Background: an optimization exercise with open tools, aiming at small area and a short achievable clock period. Do not read the settings as production practice. RTL that was checked went through simulation tests only; none was proved equivalent to the original. Function not checked in runs 2 and 3: the RTL went through the layout flow alone. Power and IR drop assume default switching activity.

<file path="design/flow/run.sh">
#!/bin/bash
# synth_recipe.tcl (not shown) runs the flow's synth.tcl, then flattens the netlist and writes it again
# the make line also repeats each setting of config.mk as NAME=value (left out here)
make -C /OpenROAD-flow-scripts/flow DESIGN_CONFIG=/design/flow/config.mk WORK_HOME=/design/flow/orfs CLKGATE_MAP_FILE= SYNTH_SCRIPT=/design/flow/synth_recipe.tcl finish
</file>
<file path="design/flow/config.mk">
export PLATFORM = sky130hd
export DESIGN_NAME = exe_top
export DESIGN_NICKNAME = exe_top
export VERILOG_FILES = /design/flow/design.v
export SDC_FILE = /design/flow/constraint.sdc
export NUM_CORES = 4
export LEC_CHECK = 0
export CAP_MARGIN = 20
export CORE_MARGIN = 2
export CORE_UTILIZATION = 40
export SLEW_MARGIN = 20
</file>
<file path="design/flow/constraint.sdc">
create_clock -name core_clock -period 8.0 [get_ports {clk}]
set_input_delay 1.6000 -clock core_clock [delete_from_list [all_inputs] [get_ports {clk}]]
set_output_delay 1.6000 -clock core_clock [all_outputs]
set_load 0.01 [all_outputs]
</file>
<file path="design/flow/design.v">
`default_nettype none
package exe_pkg;
   localparam int XLEN          = 32;
   localparam int RF_AWIDTH     = 5;
   localparam int SHAMT_W       = 5;
   localparam int PC_ALIGN_BITS = 2;
   typedef logic [XLEN-1:0]      xlen_t;
   typedef logic [RF_AWIDTH-1:0] reg_addr_t;
   typedef logic [SHAMT_W-1:0]   shamt_t;
   typedef logic [XLEN:0]        cmp_t;
endpackage
`default_nettype wire
`default_nettype none
package exe_ops_pkg;
   localparam int ALU_OP_W = 4;
   localparam int BR_OP_W  = 3;
   typedef enum logic [ALU_OP_W-1:0] {
      ALU_OP_ADD       = 4'd0,
      ALU_OP_SUB       = 4'd1,
      ALU_OP_AND       = 4'd2,
      ALU_OP_OR        = 4'd3,
      ALU_OP_XOR       = 4'd4,
      ALU_OP_SLL       = 4'd5,
      ALU_OP_SRL       = 4'd6,
      ALU_OP_SRA       = 4'd7,
      ALU_OP_COPY_OPR1 = 4'd8,
      ALU_OP_COPY_OPR2 = 4'd9,
      ALU_OP_SLT       = 4'd10,
      ALU_OP_SLTU      = 4'd11
   } alu_op_e;
   typedef enum logic [BR_OP_W-1:0] {
      BR_OP_NONE = 3'd0,
      BR_OP_EQ   = 3'd1,
      BR_OP_NE   = 3'd2,
      BR_OP_LT   = 3'd3,
      BR_OP_GE   = 3'd4,
      BR_OP_LTU  = 3'd5,
      BR_OP_GEU  = 3'd6
   } br_op_e;
   typedef enum logic {
      OPR1_SEL_REG = 1'b0,
      OPR1_SEL_PC  = 1'b1
   } opr1_sel_e;
   typedef enum logic {
      OPR2_SEL_REG = 1'b0,
      OPR2_SEL_IMM = 1'b1
   } opr2_sel_e;
   typedef enum logic {
      CMP_OPR2_SEL_REG = 1'b0,
      CMP_OPR2_SEL_IMM = 1'b1
   } cmp_opr2_sel_e;
endpackage
`default_nettype wire
`timescale 1ns/1ps
`default_nettype none
module exe_operand_select (
   input  exe_pkg::xlen_t                pc_i,
   input  exe_pkg::xlen_t                imm_i,
   input  exe_pkg::xlen_t                rs1_data_i,
   input  exe_pkg::xlen_t                rs2_data_i,
   input  exe_pkg::xlen_t                wrb_rd_data_i,
   input  logic                          fwd_wrb_rs1_i,
   input  logic                          fwd_wrb_rs2_i,
   input  exe_ops_pkg::opr1_sel_e        opr1_sel_i,
   input  exe_ops_pkg::opr2_sel_e        opr2_sel_i,
   input  exe_ops_pkg::cmp_opr2_sel_e    cmp_opr2_sel_i,
   output exe_pkg::xlen_t                opr1_o,
   output exe_pkg::xlen_t                opr2_o,
   output exe_pkg::xlen_t                cmp_opr1_o,
   output exe_pkg::xlen_t                cmp_opr2_o,
   output exe_pkg::xlen_t                rs2_fwd_o
);
   exe_pkg::xlen_t rs1_fwd;
   exe_pkg::xlen_t rs2_fwd;
   assign rs1_fwd = fwd_wrb_rs1_i ? wrb_rd_data_i : rs1_data_i;
   assign rs2_fwd = fwd_wrb_rs2_i ? wrb_rd_data_i : rs2_data_i;
   assign opr1_o = (opr1_sel_i == exe_ops_pkg::OPR1_SEL_PC) ? pc_i : rs1_fwd;
   assign opr2_o = (opr2_sel_i == exe_ops_pkg::OPR2_SEL_IMM) ? imm_i : rs2_fwd;
   assign cmp_opr1_o = rs1_fwd;
   assign cmp_opr2_o = (cmp_opr2_sel_i == exe_ops_pkg::CMP_OPR2_SEL_IMM) ? imm_i : rs2_fwd;
   assign rs2_fwd_o = rs2_fwd;
endmodule
`default_nettype wire
`timescale 1ns/1ps
`default_nettype none
module exe_alu (
   input  exe_pkg::xlen_t         opr1_i,
   input  exe_pkg::xlen_t         opr2_i,
   input  exe_pkg::xlen_t         cmp_opr1_i,
   input  exe_pkg::xlen_t         cmp_opr2_i,
   input  exe_ops_pkg::alu_op_e   alu_op_i,
   input  exe_ops_pkg::br_op_e    br_op_i,
   output exe_pkg::xlen_t         alu_result_o,
   output logic                   branch_taken_o
);
   localparam int MSB = exe_pkg::XLEN - 1;
   exe_pkg::xlen_t  adder_opr2;
   exe_pkg::xlen_t  adder_out;
   logic            is_sub;
   exe_pkg::shamt_t shamt;
   exe_pkg::cmp_t   cmp_diff;
   logic            cmp_zero;
   logic            cmp_neg;
   logic            cmp_ovf;
   logic            cmp_borrow;
   logic            cmp_lt;
   assign is_sub     = (alu_op_i == exe_ops_pkg::ALU_OP_SUB);
   assign adder_opr2 = is_sub ? ~opr2_i : opr2_i;
   assign adder_out  = opr1_i + adder_opr2 + exe_pkg::xlen_t'(is_sub);
   assign shamt = opr2_i[exe_pkg::SHAMT_W-1:0];
   assign cmp_diff   = {1'b0, cmp_opr1_i} - {1'b0, cmp_opr2_i};
   assign cmp_zero   = ~|cmp_diff[MSB:0];
   assign cmp_neg    = cmp_diff[MSB];
   assign cmp_borrow = cmp_diff[exe_pkg::XLEN];
   assign cmp_ovf = (cmp_opr1_i[MSB] ^ cmp_opr2_i[MSB]) & (cmp_neg ^ cmp_opr1_i[MSB]);
   assign cmp_lt  = cmp_neg ^ cmp_ovf;
   always_comb begin
      case (br_op_i)
         exe_ops_pkg::BR_OP_EQ:  branch_taken_o = cmp_zero;
         exe_ops_pkg::BR_OP_NE:  branch_taken_o = ~cmp_zero;
         exe_ops_pkg::BR_OP_LT:  branch_taken_o = cmp_lt;
         exe_ops_pkg::BR_OP_GE:  branch_taken_o = ~cmp_lt;
         exe_ops_pkg::BR_OP_LTU: branch_taken_o = cmp_borrow;
         exe_ops_pkg::BR_OP_GEU: branch_taken_o = ~cmp_borrow;
         default:                branch_taken_o = 1'b0;
      endcase
   end
   always_comb begin
      case (alu_op_i)
         exe_ops_pkg::ALU_OP_ADD,
         exe_ops_pkg::ALU_OP_SUB: begin
            alu_result_o = adder_out;
         end
         exe_ops_pkg::ALU_OP_AND:       alu_result_o = opr1_i & opr2_i;
         exe_ops_pkg::ALU_OP_OR:        alu_result_o = opr1_i | opr2_i;
         exe_ops_pkg::ALU_OP_XOR:       alu_result_o = opr1_i ^ opr2_i;
         exe_ops_pkg::ALU_OP_SLL:       alu_result_o = opr1_i << shamt;
         exe_ops_pkg::ALU_OP_SRL:       alu_result_o = opr1_i >> shamt;
         exe_ops_pkg::ALU_OP_SRA: begin
            alu_result_o = exe_pkg::xlen_t'($signed(opr1_i) >>> shamt);
         end
         exe_ops_pkg::ALU_OP_COPY_OPR1: alu_result_o = opr1_i;
         exe_ops_pkg::ALU_OP_COPY_OPR2: alu_result_o = opr2_i;
         exe_ops_pkg::ALU_OP_SLT:       alu_result_o = exe_pkg::xlen_t'(cmp_lt);
         exe_ops_pkg::ALU_OP_SLTU:      alu_result_o = exe_pkg::xlen_t'(cmp_borrow);
         default:                       alu_result_o = '0;
      endcase
   end
endmodule
`default_nettype wire
`timescale 1ns/1ps
`default_nettype none
module exe_result_stage (
   input  logic                  clk,
   input  logic                  reset_i,
   input  logic                  valid_i,
   input  exe_pkg::xlen_t        alu_result_i,
   input  exe_pkg::xlen_t        rs2_fwd_i,
   input  exe_pkg::reg_addr_t    rd_addr_i,
   input  logic                  rd_wr_req_i,
   input  logic                  jump_req_i,
   input  logic                  branch_req_i,
   input  logic                  branch_taken_i,
   output logic                  valid_o,
   output exe_pkg::xlen_t        alu_result_o,
   output exe_pkg::xlen_t        store_data_o,
   output exe_pkg::reg_addr_t    rd_addr_o,
   output logic                  rd_wr_req_o,
   output logic                  redirect_o,
   output exe_pkg::xlen_t        pc_new_o
);
   logic           redirect_req;
   exe_pkg::xlen_t pc_target;
   assign redirect_req = valid_i & (jump_req_i | (branch_req_i & branch_taken_i));
   assign pc_target = {alu_result_i[exe_pkg::XLEN-1:exe_pkg::PC_ALIGN_BITS],
                       {exe_pkg::PC_ALIGN_BITS{1'b0}}};
   always_ff @(posedge clk) begin
      if (reset_i) begin
         valid_o     <= 1'b0;
         rd_wr_req_o <= 1'b0;
         redirect_o  <= 1'b0;
      end else begin
         valid_o     <= valid_i;
         rd_wr_req_o <= valid_i & rd_wr_req_i;
         redirect_o  <= redirect_req;
      end
   end
   always_ff @(posedge clk) begin
      if (valid_i) begin
         alu_result_o <= alu_result_i;
         store_data_o <= rs2_fwd_i;
         rd_addr_o    <= rd_addr_i;
         pc_new_o     <= pc_target;
      end
   end
endmodule
`default_nettype wire
`timescale 1ns/1ps
`default_nettype none
module exe_top (
   input  logic                          clk,
   input  logic                          reset_i,
   input  logic                          valid_i,
   input  exe_pkg::xlen_t                pc_i,
   input  exe_pkg::xlen_t                imm_i,
   input  exe_pkg::xlen_t                rs1_data_i,
   input  exe_pkg::xlen_t                rs2_data_i,
   input  exe_pkg::xlen_t                wrb_rd_data_i,
   input  logic                          fwd_wrb_rs1_i,
   input  logic                          fwd_wrb_rs2_i,
   input  exe_ops_pkg::alu_op_e          alu_op_i,
   input  exe_ops_pkg::br_op_e           br_op_i,
   input  exe_ops_pkg::opr1_sel_e        opr1_sel_i,
   input  exe_ops_pkg::opr2_sel_e        opr2_sel_i,
   input  exe_ops_pkg::cmp_opr2_sel_e    cmp_opr2_sel_i,
   input  logic                          jump_req_i,
   input  logic                          branch_req_i,
   input  exe_pkg::reg_addr_t            rd_addr_i,
   input  logic                          rd_wr_req_i,
   output logic                          valid_o,
   output exe_pkg::xlen_t                alu_result_o,
   output exe_pkg::xlen_t                store_data_o,
   output exe_pkg::reg_addr_t            rd_addr_o,
   output logic                          rd_wr_req_o,
   output logic                          redirect_o,
   output exe_pkg::xlen_t                pc_new_o
);
   exe_pkg::xlen_t rs2_fwd;
   exe_pkg::xlen_t alu_result;
   logic           branch_taken;
   exe_pkg::xlen_t opr1;
   exe_pkg::xlen_t opr2;
   exe_pkg::xlen_t cmp_opr1;
   exe_pkg::xlen_t cmp_opr2;
   exe_operand_select operand_select_i (
      .pc_i           (pc_i),
      .imm_i          (imm_i),
      .rs1_data_i     (rs1_data_i),
      .rs2_data_i     (rs2_data_i),
      .wrb_rd_data_i  (wrb_rd_data_i),
      .fwd_wrb_rs1_i  (fwd_wrb_rs1_i),
      .fwd_wrb_rs2_i  (fwd_wrb_rs2_i),
      .opr1_sel_i     (opr1_sel_i),
      .opr2_sel_i     (opr2_sel_i),
      .cmp_opr2_sel_i (cmp_opr2_sel_i),
      .opr1_o         (opr1),
      .opr2_o         (opr2),
      .cmp_opr1_o     (cmp_opr1),
      .cmp_opr2_o     (cmp_opr2),
      .rs2_fwd_o      (rs2_fwd)
   );
   exe_alu alu_i (
      .opr1_i         (opr1),
      .opr2_i         (opr2),
      .cmp_opr1_i     (cmp_opr1),
      .cmp_opr2_i     (cmp_opr2),
      .alu_op_i       (alu_op_i),
      .br_op_i        (br_op_i),
      .alu_result_o   (alu_result),
      .branch_taken_o (branch_taken)
   );
   exe_result_stage result_stage_i (
      .clk            (clk),
      .reset_i        (reset_i),
      .valid_i        (valid_i),
      .alu_result_i   (alu_result),
      .rs2_fwd_i      (rs2_fwd),
      .rd_addr_i      (rd_addr_i),
      .rd_wr_req_i    (rd_wr_req_i),
      .jump_req_i     (jump_req_i),
      .branch_req_i   (branch_req_i),
      .branch_taken_i (branch_taken),
      .valid_o        (valid_o),
      .alu_result_o   (alu_result_o),
      .store_data_o   (store_data_o),
      .rd_addr_o      (rd_addr_o),
      .rd_wr_req_o    (rd_wr_req_o),
      .redirect_o     (redirect_o),
      .pc_new_o       (pc_new_o)
   );
endmodule
`default_nettype wire
</file>
==> results of run 1 <==
[metal layers]
metal	vias to the layer above	global-route usage, %	wire length, um
met1	7124	44.5	26000
met4	0	14.8	2790
li1	6947	-	-
met3	125	5.81	5120
met5	-	0	0
met2	807	53.0	26900
[cells in the final DEF (no fill, tap or decap), types with 9 or more instances in the layout]
cell and instances:
nand2_1 171, a31oi_1 14, mux2_2 77, a21o_1 24
clkdlybuf4s50_1 279, buf_4 44, o211ai_1 30, o221ai_1 34
a21oi_1 138, or3_1 9, o31ai_1 10, xor2_1 12
a2111oi_0 9, o21a_1 13, ha_1 127, a221oi_1 34
nor4_1 9, xnor2_1 44, edfxtp_1 69, o22ai_1 14
inv_1 88, a211oi_1 35, nor2_1 167, o21ai_0 124
clkbuf_16 9, nand3_1 30, nand2b_1 15, nor3_1 30
nand4_1 13, mux2i_1 129
[critical path: cells and delay by family]
kind | cells | cell delay, ps
compound gates | 10 | 1680
fa+ha+maj | 2 | 1130
buf+inv | 3 | 1070
mux | 2 | 280
simple gates | 9 | 1790
[power groups by stage]
stage / registers (W) / clock network [W] / logic, W
final: 0.000485 / 0.000442 / 0.00157
after global placement: 0.000493 / 0 / 0.00153
after CTS: 0.000487 / 0.000451 / 0.00154
after detailed placement: 0.000494 / 0 / 0.00153
after floorplan: 0.000515 / 0 / 0.000940
after global routing: 0.000490 / 0.000461 / 0.00169
[worst max-delay path by stage]
stage,start,endpoint
6_report,cmp_opr2_sel_i,result_stage_i.redirect_o
5_1_grt,cmp_opr2_sel_i,result_stage_i.redirect_o
4_1_cts,cmp_opr2_sel_i,result_stage_i.redirect_o
3_5_place_dp,cmp_opr2_sel_i,result_stage_i.redirect_o
3_3_place_gp,cmp_opr2_sel_i,result_stage_i.redirect_o
2_1_floorplan,fwd_wrb_rs2_i,result_stage_i.redirect_o
[through the flow]
step	std cells	area (um2)	util, %	setup WS (ps)	hold WS (ps)
2_1_floorplan	1768	13600	-	1070	1700
3_3_place_gp	2393	16700	49.7	501	2040
3_5_place_dp	2393	16700	49.7	374	2050
4_1_cts	2409	17000	50.6	751	1650
5_1_grt	2409	17000	50.6	202	1670
6_report	2409	17000	50.6	680	1660
[registers in the layout (all words and copies together), names as in the netlist]
register	count
result_stage_i.redirect_o	1
result_stage_i.valid_o	1
result_stage_i.rd_addr_o	5
result_stage_i.store_data_o	32
result_stage_i.alu_result_o	32
result_stage_i.rd_wr_req_o	1
[logic make-up (layout without fill, tap and decap cells)]
logic type	after synthesis	in the layout	synth area share (%)
XOR/XNOR	56	56	3.61
buffers and inverters	244	437	7.81
flip-flops	72	72	15.7
multiplexers	218	218	17.1
other	1	2	0.0276
AND/OR/NAND/NOR	489	489	15.9
AO/OA/AOI/OAI	557	557	27.7
adder cells (fa/ha/maj)	130	130	12.1
[layout make-up]
type	instances	area, um2
clock inverter	5	57.6
multi-input combinational	1452	10500
tap	448	561
fill	3264	16500
clock buffer	11	243
timing repair buffer	329	3180
sequential	72	2130
inverter	92	345
==> insert_results.sql, run 1 <==
INSERT INTO impl_metrics (metric_group, metric, value, unit) VALUES
('status', 'outcome', 'finished clean', ''),
('yosys', 'synth_seq_area_share', '15.7', '%'),
('setup_path', 'worst_path_largest_cell_delay', '630', 'ps'),
('clocking', 'root_buffer', 'clkbuf_16', ''),
('yosys', 'yosysTopAreaCell', 'edfxtp_1', ''),
('die', 'start_util', '40.5', '%'),
('power_and_ir_drop', 'p_leak', '7.00', 'nW'),
('setup_path', 'cp.arrival', '7590', 'ps'),
('clocking', 'cts_tree', 'built', ''),
('sta', 'final_cycle_share', '91.5', '%'),
('sta', 'slew_headroom', '22.9', '%'),
('setup_path', 'crit_fanout', '22', ''),
('power_and_ir_drop', 'cell_internal_power', '0.00136', 'W'),
('die', 'die_w', '188', 'um'),
('yosys', 'yosys.cell_count.top_type', 'nand2_1', ''),
('worst_hold_path', 'worstHoldPathType', 'in2reg', ''),
('route', 'num_vias', '15000', ''),
('setup_path', 'crit_end_category', 'register', ''),
('setup_path', 'worst_path_most_repeated_cell', 'nand2_1', ''),
('die', 'io_pins', '287', ''),
('setup_path', 'setup.worst_path.start_class', 'input pin', ''),
('sta', 'report.final.hold_viol_count', '0', ''),
('grt', 'grt_first_pass_wirelength', '89700', 'um'),
('setup_path', 'worst-endpoint-required', '8270', 'ps'),
('placed_design', 'detailedPlacementHpwl', '48500', 'um'),
('grt', 'pin_count_of_the_biggest_net_entering_global_routing', '82', ''),
('power_and_ir_drop', 'power.share.clock', '17.7', '%'),
('yosys', 'synth_area', '0.0136', 'mm2'),
('route', 'route.final.wire_length', '60800', 'um'),
('placed_design', 'port_buffers', '284', ''),
('layout', 'flow.area_growth_from_synthesis', '24.9', '%'),
('grt', 'total_congestion_overflow_after_global_routing', '0', ''),
('setup_path', 'cp_slowest_cell', 'fa_1', ''),
('yosys', 'post_synth_inst_count', '1767', ''),
('route', 'first_iter_violations', '1556', ''),
('yosys', 'synth_edf_count', '69', ''),
('sta', 'tightestPinTransition', '1130', 'ps'),
('worst_hold_path', 'hold_depth', '1', ''),
('clocking', 'cts_post_setup_buffers_inserted', '0', ''),
('yosys', 'yosys_register_bits', '72', ''),
('yosys', 'yosysWarningCount', '2', ''),
('clocking', 'clk_pin_slew_worst_paths', '60', 'ps'),
('route', 'first_pass_iters', '7', ''),
('power_and_ir_drop', 'switching_component_of_the_power', '0.00114', 'W'),
('layout', 'final_nets', '2269', ''),
('yosys', 'synth.lib_cells_used.distinct', '87', ''),
('power_and_ir_drop', 'ir_worst_vdd', '109', 'uV'),
('clocking', 'cts_max_path_buffers', '2', ''),
('route', 'detail_route.wl_per_cell', '25.2', 'um'),
('worst_hold_path', 'whs_endpoint', 'result_stage_i.alu_result_o[24]', ''),
('die', 'design.die.area', '0.0355', 'mm2'),
('sta', 'maxClockFrequency', '0.137', 'GHz'),
('clocking', 'holdBufCountCts', '0', ''),
('clocking', 'cts_resized', '0', ''),
('yosys', 'ys_async_sr_fraction', '0', '%'),
('sta', 'maxSlewViolCount', '0', ''),
('power_and_ir_drop', 'sequentialPowerShare', '19.4', '%'),
('power_and_ir_drop', 'power_per_cell_area', '147', 'mW/mm2'),
('grt', 'number_of_global_route_vias_before_repair', '14200', ''),
('placed_design', 'gpl.final_weighted_congestion', '0.988', ''),
('layout', 'diodes', '0', ''),
('yosys', 'netlist_top_cells_area', 'edfxtp_1 (15%), ha_1 (12%), mux2i_1 (9.7%)', ''),
('power_and_ir_drop', 'power.switching_fraction', '45.7', '%'),
('layout', 'final_layout_size_suffix_gt1_share', '8.92', '%'),
('sta', 'final_period_minus_worst_setup_slack', '7320', 'ps'),
('sta', 'setup_viol', '0', ''),
('route', 'ant_nets', '0', ''),
('route', 'vias_per_cell', '6.23', ''),
('clocking', 'ctsHtreeMaxLevel', '3', ''),
('route', 'detail_route.drc_violations', '0', ''),
('yosys', 'mean_post_synth_cell_area', '7.69', 'um2');
==> inputs of run 2 (changes only) <==
--- a/design/flow/design.v
+++ b/design/flow/design.v
@@ -93,59 +93,65 @@
    output exe_pkg::xlen_t         alu_result_o,
    output logic                   branch_taken_o
 );
-   localparam int MSB = exe_pkg::XLEN - 1;
-   exe_pkg::xlen_t  adder_opr2;
-   exe_pkg::xlen_t  adder_out;
-   logic            is_sub;
-   exe_pkg::shamt_t shamt;
-   exe_pkg::cmp_t   cmp_diff;
-   logic            cmp_zero;
-   logic            cmp_neg;
-   logic            cmp_ovf;
-   logic            cmp_borrow;
-   logic            cmp_lt;
-   assign is_sub     = (alu_op_i == exe_ops_pkg::ALU_OP_SUB);
-   assign adder_opr2 = is_sub ? ~opr2_i : opr2_i;
-   assign adder_out  = opr1_i + adder_opr2 + exe_pkg::xlen_t'(is_sub);
-   assign shamt = opr2_i[exe_pkg::SHAMT_W-1:0];
-   assign cmp_diff   = {1'b0, cmp_opr1_i} - {1'b0, cmp_opr2_i};
-   assign cmp_zero   = ~|cmp_diff[MSB:0];
-   assign cmp_neg    = cmp_diff[MSB];
-   assign cmp_borrow = cmp_diff[exe_pkg::XLEN];
-   assign cmp_ovf = (cmp_opr1_i[MSB] ^ cmp_opr2_i[MSB]) & (cmp_neg ^ cmp_opr1_i[MSB]);
-   assign cmp_lt  = cmp_neg ^ cmp_ovf;
+   localparam int XLEN = exe_pkg::XLEN;
+   localparam int MSB  = XLEN - 1;
+   logic op_add, op_sub, op_and, op_or, op_xor, op_sll, op_srl, op_sra;
+   logic op_cp1, op_cp2, op_slt, op_sltu;
+   always_comb begin
+      op_add  = (alu_op_i == exe_ops_pkg::ALU_OP_ADD);
+      op_sub  = (alu_op_i == exe_ops_pkg::ALU_OP_SUB);
+      op_and  = (alu_op_i == exe_ops_pkg::ALU_OP_AND);
+      op_or   = (alu_op_i == exe_ops_pkg::ALU_OP_OR);
+      op_xor  = (alu_op_i == exe_ops_pkg::ALU_OP_XOR);
+      op_sll  = (alu_op_i == exe_ops_pkg::ALU_OP_SLL);
+      op_srl  = (alu_op_i == exe_ops_pkg::ALU_OP_SRL);
+      op_sra  = (alu_op_i == exe_ops_pkg::ALU_OP_SRA);
+      op_cp1  = (alu_op_i == exe_ops_pkg::ALU_OP_COPY_OPR1);
+      op_cp2  = (alu_op_i == exe_ops_pkg::ALU_OP_COPY_OPR2);
+      op_slt  = (alu_op_i == exe_ops_pkg::ALU_OP_SLT);
+      op_sltu = (alu_op_i == exe_ops_pkg::ALU_OP_SLTU);
+   end
+   exe_pkg::xlen_t adder_out;
+   assign adder_out = opr1_i + (opr2_i ^ {XLEN{op_sub}}) + exe_pkg::xlen_t'(op_sub);
+   exe_pkg::xlen_t opr1_rev;
+   exe_pkg::xlen_t sh_in;
+   exe_pkg::xlen_t sh_out;
+   logic           sh_fill;
+   always_comb begin
+      for (int i = 0; i < XLEN; i++) opr1_rev[i] = opr1_i[MSB-i];
+   end
+   assign sh_in   = op_sll ? opr1_rev : opr1_i;
+   assign sh_fill = op_sra & opr1_i[MSB];
+   assign sh_out  = exe_pkg::xlen_t'($signed({sh_fill, sh_in}) >>> opr2_i[exe_pkg::SHAMT_W-1:0]);
+   exe_pkg::xlen_t sh_rev;
+   always_comb begin
+      for (int i = 0; i < XLEN; i++) sh_rev[i] = sh_out[MSB-i];
+   end
+   logic cmp_eq, cmp_ltu, cmp_lt;
+   assign cmp_eq  = (cmp_opr1_i == cmp_opr2_i);
+   assign cmp_ltu = (cmp_opr1_i < cmp_opr2_i);
+   assign cmp_lt  = cmp_ltu ^ cmp_opr1_i[MSB] ^ cmp_opr2_i[MSB];
    always_comb begin
       case (br_op_i)
-         exe_ops_pkg::BR_OP_EQ:  branch_taken_o = cmp_zero;
-         exe_ops_pkg::BR_OP_NE:  branch_taken_o = ~cmp_zero;
+         exe_ops_pkg::BR_OP_EQ:  branch_taken_o = cmp_eq;
+         exe_ops_pkg::BR_OP_NE:  branch_taken_o = ~cmp_eq;
          exe_ops_pkg::BR_OP_LT:  branch_taken_o = cmp_lt;
          exe_ops_pkg::BR_OP_GE:  branch_taken_o = ~cmp_lt;
-         exe_ops_pkg::BR_OP_LTU: branch_taken_o = cmp_borrow;
-         exe_ops_pkg::BR_OP_GEU: branch_taken_o = ~cmp_borrow;
+         exe_ops_pkg::BR_OP_LTU: branch_taken_o = cmp_ltu;
+         exe_ops_pkg::BR_OP_GEU: branch_taken_o = ~cmp_ltu;
          default:                branch_taken_o = 1'b0;
       endcase
    end
-   always_comb begin
-      case (alu_op_i)
-         exe_ops_pkg::ALU_OP_ADD,
-         exe_ops_pkg::ALU_OP_SUB: begin
-            alu_result_o = adder_out;
-         end
-         exe_ops_pkg::ALU_OP_AND:       alu_result_o = opr1_i & opr2_i;
-         exe_ops_pkg::ALU_OP_OR:        alu_result_o = opr1_i | opr2_i;
-         exe_ops_pkg::ALU_OP_XOR:       alu_result_o = opr1_i ^ opr2_i;
-         exe_ops_pkg::ALU_OP_SLL:       alu_result_o = opr1_i << shamt;
-         exe_ops_pkg::ALU_OP_SRL:       alu_result_o = opr1_i >> shamt;
-         exe_ops_pkg::ALU_OP_SRA: begin
-            alu_result_o = exe_pkg::xlen_t'($signed(opr1_i) >>> shamt);
-         end
-         exe_ops_pkg::ALU_OP_COPY_OPR1: alu_result_o = opr1_i;
-         exe_ops_pkg::ALU_OP_COPY_OPR2: alu_result_o = opr2_i;
-         exe_ops_pkg::ALU_OP_SLT:       alu_result_o = exe_pkg::xlen_t'(cmp_lt);
-         exe_ops_pkg::ALU_OP_SLTU:      alu_result_o = exe_pkg::xlen_t'(cmp_borrow);
-         default:                       alu_result_o = '0;
-      endcase
-   end
+   assign alu_result_o =
+        ({XLEN{op_add | op_sub}}  & adder_out)
+      | ({XLEN{op_and}}           & (opr1_i & opr2_i))
+      | ({XLEN{op_or}}            & (opr1_i | opr2_i))
+      | ({XLEN{op_xor}}           & (opr1_i ^ opr2_i))
+      | ({XLEN{op_sll}}           & sh_rev)
+      | ({XLEN{op_srl | op_sra}}  & sh_out)
+      | ({XLEN{op_cp1}}           & opr1_i)
+      | ({XLEN{op_cp2}}           & opr2_i)
+      | exe_pkg::xlen_t'((op_slt & cmp_lt) | (op_sltu & cmp_ltu));
 endmodule
 `default_nettype wire
 `timescale 1ns/1ps
@@ -169,11 +175,6 @@
    output logic                  redirect_o,
    output exe_pkg::xlen_t        pc_new_o
 );
-   logic           redirect_req;
-   exe_pkg::xlen_t pc_target;
-   assign redirect_req = valid_i & (jump_req_i | (branch_req_i & branch_taken_i));
-   assign pc_target = {alu_result_i[exe_pkg::XLEN-1:exe_pkg::PC_ALIGN_BITS],
-                       {exe_pkg::PC_ALIGN_BITS{1'b0}}};
    always_ff @(posedge clk) begin
       if (reset_i) begin
          valid_o     <= 1'b0;
@@ -182,17 +183,16 @@
       end else begin
          valid_o     <= valid_i;
          rd_wr_req_o <= valid_i & rd_wr_req_i;
-         redirect_o  <= redirect_req;
+         redirect_o  <= valid_i & (jump_req_i | (branch_req_i & branch_taken_i));
       end
    end
    always_ff @(posedge clk) begin
-      if (valid_i) begin
-         alu_result_o <= alu_result_i;
-         store_data_o <= rs2_fwd_i;
-         rd_addr_o    <= rd_addr_i;
-         pc_new_o     <= pc_target;
-      end
-   end
+      alu_result_o <= alu_result_i;
+      store_data_o <= rs2_fwd_i;
+      rd_addr_o    <= rd_addr_i;
+   end
+   assign pc_new_o = {alu_result_o[exe_pkg::XLEN-1:exe_pkg::PC_ALIGN_BITS],
+                      {exe_pkg::PC_ALIGN_BITS{1'b0}}};
 endmodule
 `default_nettype wire
 `timescale 1ns/1ps
==> run 2 against run 1 <==
  * Power decreased by 13%
  * Routed wire length decreased by 18%
  * Clock power about the same
  * Combinational power decreased by 17%
  * Sequential cell count unchanged
  * Critical path depth decreased by 10
  * Clock-buffer cell count decreased by 2
==> insert_results.sql, run 2 <==
INSERT INTO impl_metrics (metric_group, metric, value, unit) VALUES
('clocking', 'number_of_cts_inserted_buffers', '9', ''),
('power_and_ir_drop', 'power.share.combinational', '60.2', '%'),
('yosys', 'mean_post_synth_cell_area', '8.43', 'um2'),
('route', 'first_iter_violations', '1230', ''),
('worst_hold_path', 'worstHoldPathType', 'in2reg', ''),
('power_and_ir_drop', 'ir_worst_vdd', '103', 'uV'),
('setup_path', 'crit_end_category', 'register', ''),
('power_and_ir_drop', 'p_leak', '6.23', 'nW'),
('route', 'detail_route.drc_violations', '0', ''),
('die', 'rows', '61', ''),
('sta', 'slew_headroom', '30.6', '%'),
('route', 'detail_route.wl_per_cell', '26.1', 'um'),
('clocking', 'numClockSinks', '72', ''),
('setup_path', 'critical_path_class', 'in2reg', ''),
('yosys', 'synth_seq_area_share', '12.8', '%'),
('clocking', 'cts_post_setup_buffers_inserted', '0', ''),
('route', 'ant_nets', '0', ''),
('power_and_ir_drop', 'switching_component_of_the_power', '0.000960', 'W'),
('layout', 'final_nets', '1844', ''),
('die', 'start_util', '40.7', '%'),
('power_and_ir_drop', 'power_per_cell_area', '150', 'mW/mm2'),
('yosys', 'synth.lib_cells_used.distinct', '75', ''),
('placed_design', 'port_buffers', '284', ''),
('yosys', 'post_synth_inst_count', '1340', ''),
('clocking', 'cts_resized', '0', ''),
('clocking', 'holdBufCountCts', '0', ''),
('grt', 'grt_antenna_before_repair', '3', ''),
('layout', 'finish.utilization', '52.3', '%'),
('placed_design', 'detailedPlacementHpwl', '40900', 'um'),
('clocking', 'root_buffer', 'clkbuf_16', ''),
('yosys', 'yosys.cell_count.top_type', 'mux2i_1', ''),
('yosys', 'netlist_top_cells_area', 'ha_1 (14%), dfxtp_1 (13%), mux2i_1 (13%)', ''),
('die', 'placeableCoreArea', '0.0278', 'mm2'),
('grt', 'globalRouteTotalUtil', '33.4', '%'),
('yosys', 'synth_area', '0.0113', 'mm2'),
('power_and_ir_drop', 'power.switching_fraction', '44.0', '%'),
('run', 'timing.max_cap.violations', '0', ''),
('power_and_ir_drop', 'power.share.clock', '20.2', '%'),
('yosys', 'yosysTopAreaCell', 'ha_1', ''),
('sta', 'maxClockFrequency', '0.157', 'GHz'),
('power_and_ir_drop', 'cell_internal_power', '0.00122', 'W'),
('setup_path', 'worst-endpoint-required', '8210', 'ps'),
('clocking', 'cts_max_path_buffers', '2', ''),
('yosys', 'synth_edf_count', '0', ''),
('status', 'outcome', 'finished clean', ''),
('setup_path', 'setup.worst_path.start_class', 'input pin', ''),
('sta', 'hold_ws', '1680', 'ps'),
('sta', 'setup_viol', '0', ''),
('yosys', 'yosys_register_bits', '72', ''),
('grt', 'total_congestion_overflow_after_global_routing', '0', ''),
('power_and_ir_drop', 'sequentialPowerShare', '19.7', '%'),
('yosys', 'synth_top_cell_area_share', '14.0', '%'),
('yosys', 'ys_async_sr_fraction', '0', '%'),
('grt', 'pin_count_of_the_biggest_net_entering_global_routing', '44', ''),
('sta', 'final_cycle_share', '79.4', '%'),
('sta', 'tightestPinTransition', '1040', 'ps'),
('clocking', 'cts_tree', 'built', ''),
('sta', 'final_period_minus_worst_setup_slack', '6350', 'ps'),
('setup_path', 'setup.worst_path.start', 'alu_op_i[0]', ''),
('layout', 'final_layout_size_suffix_gt1_share', '11.9', '%'),
('sta', 'unrepaired_setup_endpoints_after_global_routing', 'false', ''),
('yosys', 'synthTopCellsByCount', 'mux2i_1 (142), ha_1 (126), nor2_1 (98)', ''),
('layout', 'biggestRegsByFlops', 'result_stage_i.alu_result_o x32, result_stage_i.store_data_o x32, result_stage_i.rd_addr_o x5', ''),
('route', 'vias_per_cell', '6.09', ''),
('die', 'io_pins', '287', ''),
('die', 'die_w', '172', 'um'),
('setup_path', 'cp.arrival', '6560', 'ps'),
('yosys', 'dominantRegCellSynth', 'dfxtp_1', ''),
('grt', 'number_of_global_route_vias_before_repair', '11100', ''),
('setup_path', 'setup.worst_path.end', 'result_stage_i.alu_result_o[28]', ''),
('clocking', 'ctsHtreeMaxLevel', '3', ''),
('yosys', 'yosysWarningCount', '2', ''),
('die', 'design.die.area', '0.0296', 'mm2'),
('die', 'die_h', '172', 'um'),
('route', 'route.final.wire_length', '50100', 'um'),
('route', 'num_vias', '11700', ''),
('placed_design', 'gpl.final_weighted_congestion', '0.965', ''),
('route', 'first_pass_iters', '9', ''),
('sta', 'report.final.hold_viol_count', '0', ''),
('layout', 'final_common_cell', 'clkdlybuf4s50_1', ''),
('clocking', 'clk_pin_slew_worst_paths', '70', 'ps'),
('sta', 'timing.setup.tns', '0', 'ps'),
('sta', 'maxSlewViolCount', '0', ''),
('grt', 'grt_first_pass_wirelength', '72000', 'um'),
('setup_path', 'crit_fanout', '32', ''),
('layout', 'flow.area_growth_from_synthesis', '28.5', '%'),
('layout', 'mostFrequentLayoutCells', 'clkdlybuf4s50_1 (282), mux2i_1 (137), ha_1 (126)', '');
==> run 2: changes by cell type after synthesis, moves of 11 or more <==
cell / previous run / this run
nor2_1: 168 / 98
edfxtp_1: 69 / 0
mux4_2: 0 / 34
o21ai_0: 124 / 64
inv_1: 88 / 73
nand2_1: 171 / 69
a211oi_1: 35 / 5
clkbuf_1: 89 / 59
a21oi_1: 138 / 84
nor3_1: 33 / 14
nand3_1: 31 / 20
dfxtp_1: 3 / 72
==> run 2: metal layers <==
layer / part of all wire, % / vias to the layer above / GRT usage (%)
met4: 4.5 / 0 / 14.3
met5: 0 / - / 0
met1: 41 / 5633 / 43.0
met2: 46 / 555 / 53.6
met3: 8.7 / 104 / 7.44
li1: - / 5392 / -
==> run 2: kinds of logic after synthesis <==
kind of cell | share of synthesized area (%)
and+or+nand+nor | 10.6
DFF | 12.8
other | 0.0332
AOI/OAI and AO/OA | 21.7
xor gates and xnor gates | 4.42
buffers and inverters | 8.25
muxes | 28.2
adders and majority gates | 14.1
==> run 2: layout make-up <==
cell class                 instances  area [um2]
antenna                            3        7.51
clock buffer                       9         225
clock inverter                     6        61.3
fill                            2703       13300
inverter                          76         285
multi-input combinational       1067        9020
sequential                        72        1440
tap                              378         473
timing repair buffer             308        3010
==> run 2: critical path, stage by stage <==
cell             delay (ps)
clkdlybuf4s50_1         880
inv_1                   140
nor4_2                  170
buf_4                   540
mux2i_1                 280
inv_1                   170
fa_1                    230
a21oi_1                 100
o21ai_0                 190
a21oi_1                 150
o211ai_1                240
nand3_1                 220
o31ai_1                 860
a21boi_0                350
xor2_1                  280
o211ai_1                110
==> run 2: per-stage QoR <==
| step | area, um2 | setup slack, ps | cells | total power [W] |
|---|---|---|---|---|
| floorplan | 11300 | 2280 | 1341 | 0.00121 |
| global route | 14500 | 1530 | 1918 | 0.00229 |
| global placement | 14200 | 1540 | 1901 | 0.00171 |
| finish | 14500 | 1650 | 1919 | 0.00218 |
| detailed placement | 14200 | 1450 | 1901 | 0.00171 |
| CTS | 14500 | 1820 | 1916 | 0.00215 |
==> run 2: power groups by stage <==
| stage | combinational, W | clock [W] | sequential [W] |
|---|---|---|---|
| 4_1_cts | 0.00128 | 0.000441 | 0.000429 |
| 5_1_grt | 0.00140 | 0.000452 | 0.000433 |
| 2_1_floorplan | 0.000760 | 0 | 0.000453 |
| 6_report | 0.00131 | 0.000440 | 0.000429 |
| 3_5_place_dp | 0.00128 | 0 | 0.000437 |
| 3_3_place_gp | 0.00128 | 0 | 0.000436 |
==> run 2: worst min-delay path by stage <==
| stage | start | endpoint | slack (ps) | depth (start not counted) |
|---|---|---|---|---|
| finish | rd_addr_i[4] | result_stage_i.rd_addr_o[4] | 1680 | 1 |
| global route | rd_addr_i[0] | result_stage_i.rd_addr_o[0] | 1690 | 1 |
| CTS | rd_addr_i[4] | result_stage_i.rd_addr_o[4] | 1680 | 1 |
| detailed placement | rd_addr_i[2] | result_stage_i.rd_addr_o[2] | 2050 | 1 |
| global placement | rd_addr_i[1] | result_stage_i.rd_addr_o[1] | 2050 | 1 |
| floorplan | rd_addr_i[0] | result_stage_i.rd_addr_o[0] | 1630 | 0 |
==> inputs of run 3 (changes only) <==
--- a/design/flow/config.mk
+++ b/design/flow/config.mk
@@ -5,6 +5,7 @@
 export SDC_FILE = /design/flow/constraint.sdc
 export NUM_CORES = 4
 export LEC_CHECK = 0
+export ABC_AREA = 1
 export CAP_MARGIN = 20
 export CORE_MARGIN = 2
 export CORE_UTILIZATION = 40
==> run 3 against run 2 <==
  * Hold slack improved by 5.3 ps
  * Clock-buffer cell count rose by 2
  * Sequential cell count did not move
  * Critical path depth rose by 5
  * Global-route usage rose by 3.3 points
  * Largest cell class unchanged
==> insert_results.sql, run 3 <==
INSERT INTO impl_metrics (metric_group, metric, value, unit) VALUES
('yosys', 'yosysTopAreaCell', 'nand3_1', ''),
('sta', 'final_cycle_share', '70.8', '%'),
('grt', 'total_congestion_overflow_after_global_routing', '0', ''),
('route', 'num_vias', '14900', ''),
('yosys', 'synth.lib_cells_used.distinct', '49', ''),
('setup_path', 'buf_inv_on_cp', '5', ''),
('yosys', 'dominantRegCellSynth', 'dfxtp_1', ''),
('clocking', 'cts_resized', '0', ''),
('status', 'outcome', 'finished clean', ''),
('power_and_ir_drop', 'switching_component_of_the_power', '0.000969', 'W'),
('grt', 'grt_first_pass_wirelength', '83800', 'um'),
('yosys', 'mean_post_synth_cell_area', '5.89', 'um2'),
('power_and_ir_drop', 'ir_worst_vdd', '120', 'uV'),
('clocking', 'cts_tree', 'built', ''),
('setup_path', 'worst_path_most_repeated_cell', 'nand2_1', ''),
('power_and_ir_drop', 'p_leak', '6.83', 'nW'),
('route', 'vias_per_cell', '5.93', ''),
('power_and_ir_drop', 'sequentialPowerShare', '19.9', '%'),
('die', 'design.die.area', '0.0299', 'mm2'),
('worst_hold_path', 'hold_depth', '1', ''),
('yosys', 'yosys_register_bits', '72', ''),
('route', 'detail_route.drc_violations', '0', ''),
('power_and_ir_drop', 'cell_internal_power', '0.00115', 'W'),
('sta', 'maxClockFrequency', '0.177', 'GHz'),
('placed_design', 'detailedPlacementHpwl', '46500', 'um'),
('die', 'io_pins', '287', ''),
('clocking', 'ctsHtreeMaxLevel', '3', ''),
('layout', 'final_common_cell', 'nand2_1', ''),
('yosys', 'yosysWarningCount', '2', ''),
('layout', 'final_layout_size_suffix_gt1_share', '4.60', '%'),
('clocking', 'numClockSinks', '72', ''),
('layout', 'finish.utilization', '52.0', '%'),
('setup_path', 'worst-endpoint-required', '8290', 'ps'),
('setup_path', 'setup.worst_path.start', 'fwd_wrb_rs2_i', ''),
('yosys', 'synth_edf_count', '0', ''),
('yosys', 'synth_area', '0.0114', 'mm2'),
('worst_hold_path', 'min-delay-start', 'rd_addr_i[0]', ''),
('grt', 'number_of_global_route_vias_before_repair', '14000', ''),
('layout', 'mostFrequentLayoutCells', 'nand2_1 (505), nand3_1 (480), clkdlybuf4s50_1 (284)', ''),
('sta', 'timing.final.ws_setup', '2330', 'ps'),
('grt', 'pin_count_of_the_biggest_net_entering_global_routing', '65', ''),
('clocking', 'cts_post_setup_buffers_inserted', '0', ''),
('power_and_ir_drop', 'power.share.clock', '22.5', '%'),
('yosys', 'synth_seq_area_share', '12.6', '%'),
('layout', 'flow.area_growth_from_synthesis', '27.3', '%'),
('clocking', 'root_buffer', 'clkbuf_16', ''),
('clocking', 'clk_pin_slew_worst_paths', '70', 'ps'),
('setup_path', 'cp.arrival', '5950', 'ps'),
('yosys', 'synthTopCellsByCount', 'nand2_1 (506), nand3_1 (480), ha_1 (126)', ''),
('layout', 'final_nets', '2437', ''),
('die', 'start_util', '40.9', '%'),
('sta', 'setup_viol', '0', ''),
('clocking', 'number_of_cts_inserted_buffers', '9', ''),
('setup_path', 'setup.worst_path.start_class', 'input pin', ''),
('layout', 'biggestRegsByFlops', 'result_stage_i.alu_result_o x32, result_stage_i.store_data_o x32, result_stage_i.rd_addr_o x5', ''),
('route', 'ant_nets', '0', ''),
('yosys', 'netlist_top_cells_area', 'nand3_1 (21%), nand2_1 (17%), ha_1 (14%)', ''),
('worst_hold_path', 'worstHoldPathType', 'in2reg', ''),
('yosys', 'yosys.cell_count.top_type', 'nand2_1', ''),
('die', 'die_h', '173', 'um'),
('setup_path', 'cp_slowest_cell', 'o31ai_1', ''),
('setup_path', 'crit_fanout', '35', ''),
('route', 'detail_route.wl_per_cell', '22.7', 'um'),
('yosys', 'post_synth_inst_count', '1939', ''),
('sta', 'maxSlewViolCount', '0', ''),
('route', 'first_iter_violations', '1644', ''),
('yosys', 'synth_top_cell_area_share', '21.0', '%'),
('clocking', 'holdBufCountCts', '0', ''),
('run', 'timing.max_cap.violations', '0', ''),
('clocking', 'cts_max_path_buffers', '2', ''),
('grt', 'grt_antenna_before_repair', '1', ''),
('sta', 'unrepaired_setup_endpoints_after_global_routing', 'false', ''),
('grt', 'globalRouteTotalUtil', '36.6', '%'),
('power_and_ir_drop', 'power.switching_fraction', '45.6', '%'),
('yosys', 'ys_async_sr_fraction', '0', '%'),
('route', 'first_pass_iters', '6', ''),
('die', 'die_w', '173', 'um'),
('worst_hold_path', 'whs_endpoint', 'result_stage_i.rd_addr_o[0]', ''),
('route', 'route.final.wire_length', '56900', 'um'),
('power_and_ir_drop', 'power_per_cell_area', '146', 'mW/mm2'),
('placed_design', 'gpl.final_weighted_congestion', '0.994', ''),
('placed_design', 'port_buffers', '284', ''),
('setup_path', 'crit_path_cell_trace', 'clkdlybuf4s50_1 > buf_4 > inv_2 > nand2_1 > nand2_2 > nand2_1 > nand2_2 > nand2_1 > and2_1 > fa_1 > inv_1 > o31ai_1 > nand3_1 > nand2_1 > nand2_1 > o21ai_0 > or2_2 > nand3_1 > nand2_1 > inv_1 > nand3_1', ''),
('die', 'placeableCoreArea', '0.0279', 'mm2'),
('power_and_ir_drop', 'power.share.combinational', '57.6', '%'),
('setup_path', 'worst_path_largest_cell_delay', '520', 'ps'),
('sta', 'report.final.hold_viol_count', '0', ''),
('sta', 'timing.setup.tns', '0', 'ps'),
('sta', 'final_period_minus_worst_setup_slack', '5670', 'ps'),
('placed_design', 'worst_case_setup_slack_after_placement', '2110', 'ps'),
('die', 'rows', '61', ''),
('sta', 'tightestPinTransition', '1070', 'ps'),
('setup_path', 'critical_path_class', 'in2reg', ''),
('setup_path', 'path_delay_family', 'simple AND/OR/NAND/NOR gates', ''),
('setup_path', 'crit_end_category', 'register', ''),
('sta', 'slew_headroom', '26.9', '%');
-- run 3: cell types whose count changed in the layout (fill, tap and decap cells not counted), moves of 44 or more --
cell / before / now
nand3_1: 19 / 480
nand2_1: 69 / 505
mux2i_1: 137 / 0
mux2_2: 82 / 0
xnor2_1: 47 / 2
inv_1: 72 / 116
-- run 3: power by group through the flow --
stage | Sequential, W | Combinational, W | Clock [W]
floorplan | 0.000448 | 0.000699 | 0
global placement | 0.000431 | 0.00119 | 0
detailed placement | 0.000431 | 0.00119 | 0
CTS | 0.000424 | 0.00120 | 0.000480
global route | 0.000428 | 0.00133 | 0.000491
finish | 0.000423 | 0.00122 | 0.000477
-- run 3: metrics by stage --
step | instance area (um2) | cells | hold WS (ps) | power, W
after detailed placement | 14200 | 2494 | 2050 | 0.00162
after global placement | 14200 | 2494 | 2050 | 0.00162
final | 14500 | 2511 | 1680 | 0.00212
after global routing | 14500 | 2511 | 1690 | 0.00225
after floorplan | 11400 | 1940 | 1630 | 0.00115
after CTS | 14500 | 2510 | 1680 | 0.00210
-- run 3: cell families after synthesis --
family | count (synthesis) | share of synthesized area [%]
flip-flops | 72 | 12.6
adder cells (fa/ha/maj) | 127 | 14.0
buffers and inverters | 252 | 9.97
AND/OR/NAND/NOR | 1156 | 45.3
XOR/XNOR | 34 | 2.61
AO/OA/AOI/OAI | 297 | 15.5
other | 1 | 0.0329
-- run 3: metal layers --
| layer | GRT usage, % | routed length, um | vias to the layer above |
|---|---|---|---|
| met5 | 0 | 0 | - |
| met3 | 5.91 | 4670 | 142 |
| met4 | 18.2 | 3170 | 0 |
| met1 | 46.0 | 22900 | 6995 |
| li1 | - | - | 7023 |
| met2 | 60.8 | 26200 | 742 |
-- run 3: how the worst max path moves through the flow --
stage                                            endpoint  slack [ps]  depth (start not counted)
final                     result_stage_i.alu_result_o[20]        2330                         21
after global routing      result_stage_i.alu_result_o[20]        1960                         21
after CTS                 result_stage_i.alu_result_o[20]        2470                         21
after detailed placement  result_stage_i.alu_result_o[20]        2110                         21
after global placement    result_stage_i.alu_result_o[20]        2220                         21
after floorplan           result_stage_i.alu_result_o[24]        3780                         21
-- run 3: layout make-up --
cell class                 count  area (um2)
timing repair buffer         301        2970
clock buffer                  11         243
fill                        2933       13400
clock inverter                 5        80.1
tap                          378         473
antenna                        1        2.50
sequential                    72        1440
inverter                     127         477
multi-input combinational   1616        8840

## port drivers added, routing unchanged
How much do the figures lean on ideal ports? The routed layouts below were timed once more, with nothing changed but the port constraints.
Step 1 (the two cells are an assumption about what drives the block):
set clk [get_ports {clk}]
set_driving_cell -lib_cell sky130_fd_sc_hd__clkbuf_16 $clk
set_driving_cell -lib_cell sky130_fd_sc_hd__buf_2 [delete_from_list [all_inputs] $clk]
Step 2 times the ports against the registers' clock, not the clock port: input delays grow and output delays shrink by t, the midpoint of the rising clock arrivals with the driver on.
Slacks: no drivers / after step 1 / after step 2; pairs: no drivers / after step 1.
run | t, ns | slack for setup (ns) | hold WS [ns] | worst slew at a driven data input, ns
run 1 | 0.428 | 0.680 / 0.684 / 0.255 | 1.660 / 1.630 / 2.059 | 0.09
run 2 | 0.403 | 1.649 / 1.679 / 1.276 | 1.679 / 1.648 / 2.052 | 0.09
run 3 | 0.401 | 2.335 / 2.362 / 1.961 | 1.685 / 1.665 / 2.066 | 0.08
After both steps every run listed still meets setup and hold. For run 1, which loses most, drivers alone change the setup slack by +0.004 ns; drivers and shift together by -0.425 ns.
